Context: an optimization exercise on an open-source flow, tuned for small area. The choices shown serve that exercise and are no tape-out recipe.
The RTL was checked by simulation tests, not by an equivalence proof against the original design.
Power figures rest on the tool's default switching activity, not on a simulated workload.

## the reference run
// eee_imgproc
module eee_imgproc (
	input  logic                clk,
	input  logic                reset_n,
	input  logic [23:0]         sink_data,
	input  logic                sink_valid,
	output logic                sink_ready,
	input  logic                sink_sop,
	input  logic                sink_eop,
	output logic [23:0]         source_data,
	output logic                source_valid,
	input  logic                source_ready,
	output logic                source_sop,
	output logic                source_eop,
	input  logic                mode,              
	input  logic                s_chipselect,
	input  logic                s_read,
	input  logic                s_write,
	input  host_pkg::reg_addr_t s_address,
	output logic [31:0]         s_readdata,
	input  logic [31:0]         s_writedata
);
For scale: roughly 1300 cells after synthesis, ~430 flip-flops, ~18000 µm² of cells after synthesis.
==> flow/config.mk <==
export PLATFORM = sky130hd
export DESIGN_NAME = eee_imgproc
export DESIGN_NICKNAME = eee_imgproc
export VERILOG_FILES = /design/flow/design.v
export SDC_FILE = /design/flow/constraint.sdc
export NUM_CORES = 4
export LEC_CHECK = 0
export CAP_MARGIN = 5
export CORE_MARGIN = 2
export CORE_UTILIZATION = 40
export SLEW_MARGIN = 5
==> flow/constraint.sdc <==
create_clock -name core_clock -period 5.0 [get_ports {clk}]
set_input_delay 1.0000 -clock core_clock [delete_from_list [all_inputs] [get_ports {clk}]]
set_output_delay 1.0000 -clock core_clock [all_outputs]
set_load 0.01 [all_outputs]
standard.sh (not shown) runs the stock make flow with config.mk's settings and CLKGATE_MAP_FILE= SYNTH_SCRIPT=/design/flow/synth_recipe.tcl, a recipe that flattens the netlist after the stock synthesis.
==> flow/flow/run.sh <==
#!/bin/bash
# Standard ORFS layout, with small port buffers and a clock tree without dummy loads.
set -euo pipefail
bash standard.sh synth > synth.log 2>&1
export BUFFER_PORTS_ARGS="-buffer_cell sky130_fd_sc_hd__buf_1"
export CTS_ARGS="-sink_clustering_enable -repair_clock_nets -dont_use_dummy_load -buf_list sky130_fd_sc_hd__clkbuf_4 -sink_clustering_size 9 -sink_clustering_max_diameter 45 -sink_buffer_max_cap_derate 0.05"
bash standard.sh finish > layout.log 2>&1
Every stage of the flow completed for the reference run, and the final layout passed the timing, design-rule and antenna checks.
Here is what was changed in the inputs of the trial run compared with the reference run.
--- a/flow/design.v
+++ b/flow/design.v
@@ -193,29 +193,32 @@
 			end
 		end
 	end
 	logic [2:0]  frame_cnt;
 	logic [1:0]  wr_step;     
 	logic        start;
 	logic        wr_en;
 	logic        rd_en;
 	logic [4:0]  fill;
-	logic [3:0]  wp;          
-	logic [10:0] rsel;        
+	logic [10:0] hsel;        
+	logic        wr_box;      
+	logic        pop_box;     
 	logic [1:0]  rph;         
 	logic        pop_pend;    
 	logic [18:0] ring [11];
 	logic [18:0] wr_word;
 	logic [18:0] rd_word;
 	assign start = frame_done & ~flush & (frame_cnt == 3'd0) & (wr_step == 2'd0) &
 		(fill <= 5'd13);
 	assign wr_en = (wr_step != 2'd0) & ~flush;
 	assign rd_en = pop & (fill != 5'd0) & ~flush;
+	assign wr_box  = wr_en & (wr_step != 2'd1);
+	assign pop_box = pop_pend & (rph != 2'd0);
 	assign wr_word = wr_step[0] ? ({br, bb} & {19{~box_pend}}) : {bl, bt};
 	always_ff @(posedge clk) begin
 		if (!reset_n) begin
 			frame_cnt <= '0;
 			wr_step   <= 2'd0;
 		end else begin
 			if (flush) begin
 				wr_step <= 2'd0;
 			end else if (start) begin
@@ -227,41 +230,42 @@
 				frame_cnt <= 3'(6 - 1);
 			end else if (frame_done && frame_cnt != '0) begin
 				frame_cnt <= frame_cnt - 1'b1;
 			end
 		end
 	end
 	always_ff @(posedge clk) begin
 		if (!reset_n || flush) begin
 			fill <= '0;
-			wp   <= '0;
-			rsel <= 11'd1;
+			hsel <= '0;
 			rph  <= '0;
 		end else begin
 			if (wr_en && !rd_en) begin
 				fill <= fill + 1'b1;
 			end else if (rd_en && !wr_en) begin
 				fill <= fill - 1'b1;
 			end
-			if (wr_en && wr_step != 2'd1) begin
-				wp <= (wp == 4'd10) ? 4'd0 : wp + 1'b1;
+			if (wr_box && !pop_box) begin
+				hsel <= {hsel[9:0], ~|hsel};
+			end else if (pop_box && !wr_box) begin
+				hsel <= {1'b0, hsel[10:1]};
 			end
 			if (pop_pend) begin
 				rph <= (rph == 2'd2) ? 2'd0 : rph + 1'b1;
-				if (rph != 2'd0) begin
-					rsel <= {rsel[9:0], rsel[10]};
-				end
-			end
-		end
-	end
-	always_ff @(posedge clk) begin
-		if (wr_en && wr_step != 2'd1) begin
-			ring[wp] <= wr_word;
+			end
+		end
+	end
+	always_ff @(posedge clk) begin
+		if (wr_box) begin
+			ring[0] <= wr_word;
+			for (int i = 1; i < 11; i++) begin
+				ring[i] <= ring[i-1];
+			end
 		end
 	end
 	logic       st_q, msg_q, id_q, col_q;    
 	logic [4:0] fill_q;
 	logic [31:0] msg_word;
 	always_ff @(posedge clk) begin
 		read_d   <= rd_sel;
 		pop_pend <= rd_en;
 		st_q     <= (s_address == 3'd0);
@@ -273,18 +277,18 @@
 	logic        msg_box;
 	logic        msg_tag;
 	logic        is_l;
 	assign msg_box = msg_q & (rph != 2'd0);
 	assign msg_tag = msg_q & (rph == 2'd0);
 	assign is_l    = rph[0];
 	always_comb begin
 		rd_word = '0;
 		for (int i = 0; i < 11; i++) begin
-			rd_word = rd_word | (ring[i] & {19{rsel[i] & msg_box}});
+			rd_word = rd_word | (ring[i] & {19{hsel[i] & msg_box}});
 		end
 	end
 	assign msg_word = {5'd0, is_l & (&rd_word[18:9]), rd_word[18:9],
 		5'd0, {2{is_l & (&rd_word[8:0])}}, rd_word[8:0]} | (32'h00004242 & {32{msg_tag}});
 	assign s_readdata = ({16'h0000, 3'b000, fill_q, status_byte} & {32{st_q}}) |
 		msg_word | (32'h1234EEE2 & {32{id_q}}) |
 		({8'h00, bb_col} & {32{col_q}});
 endmodule
Notes after the runs:
Compared to the reference run, the trial run has part of the total power dissipated in combinational logic 0.8 points higher. In the trial run, the hold slack came out 0.0064 ns below the value in the reference run. The trial run: flow completed, timing, DRC and antenna clean. Diff the reference run -> the trial run | final cycle utilization of the critical path | increase of 0.36 points. Of the reference run and the trial run, the lower compound-cell area share of the yosys netlist belongs to the reference run. [compare] base=the reference run new=the trial run: post-detailed-route via-to-cell ratio increased by about 0.36% relative to the old numbers, time the worst path needs with I/O delays and setup went up, reg2reg setup slack has increased, clock transition at the registers of the reported paths comparable. The trial run vs the reference run — post-place setup slack rose 0.24 ns. Summed area of non-filler cells in the final layout: the trial run vs the reference run down about 0.75%.

[port drivers added, routing unchanged]
Ports are ideal in the flow. The routed layouts listed here were re-timed in OpenROAD. Step 1 assumes that a clkbuf_16 drives the clock port and a buf_2 every other input. Step 2 moves the port delays by t, midway between the first and last clock arrival at a register: inputs arrive t later, outputs are due t later. That takes back most of the time a late clock gives input paths. a / b / c = ideal ports / drivers / drivers and shift; a / b = the first two.
run | shift t [ns] | slack for setup (ns) | latest minus earliest clock arrival (ns)
the reference run | 0.787 | 0.296 / 0.245 / 1.033 | 0.091 / 0.091
the trial run | 0.745 | 0.278 / 0.234 / 0.979 | 0.086 / 0.086
After both steps every run listed still meets setup and hold.
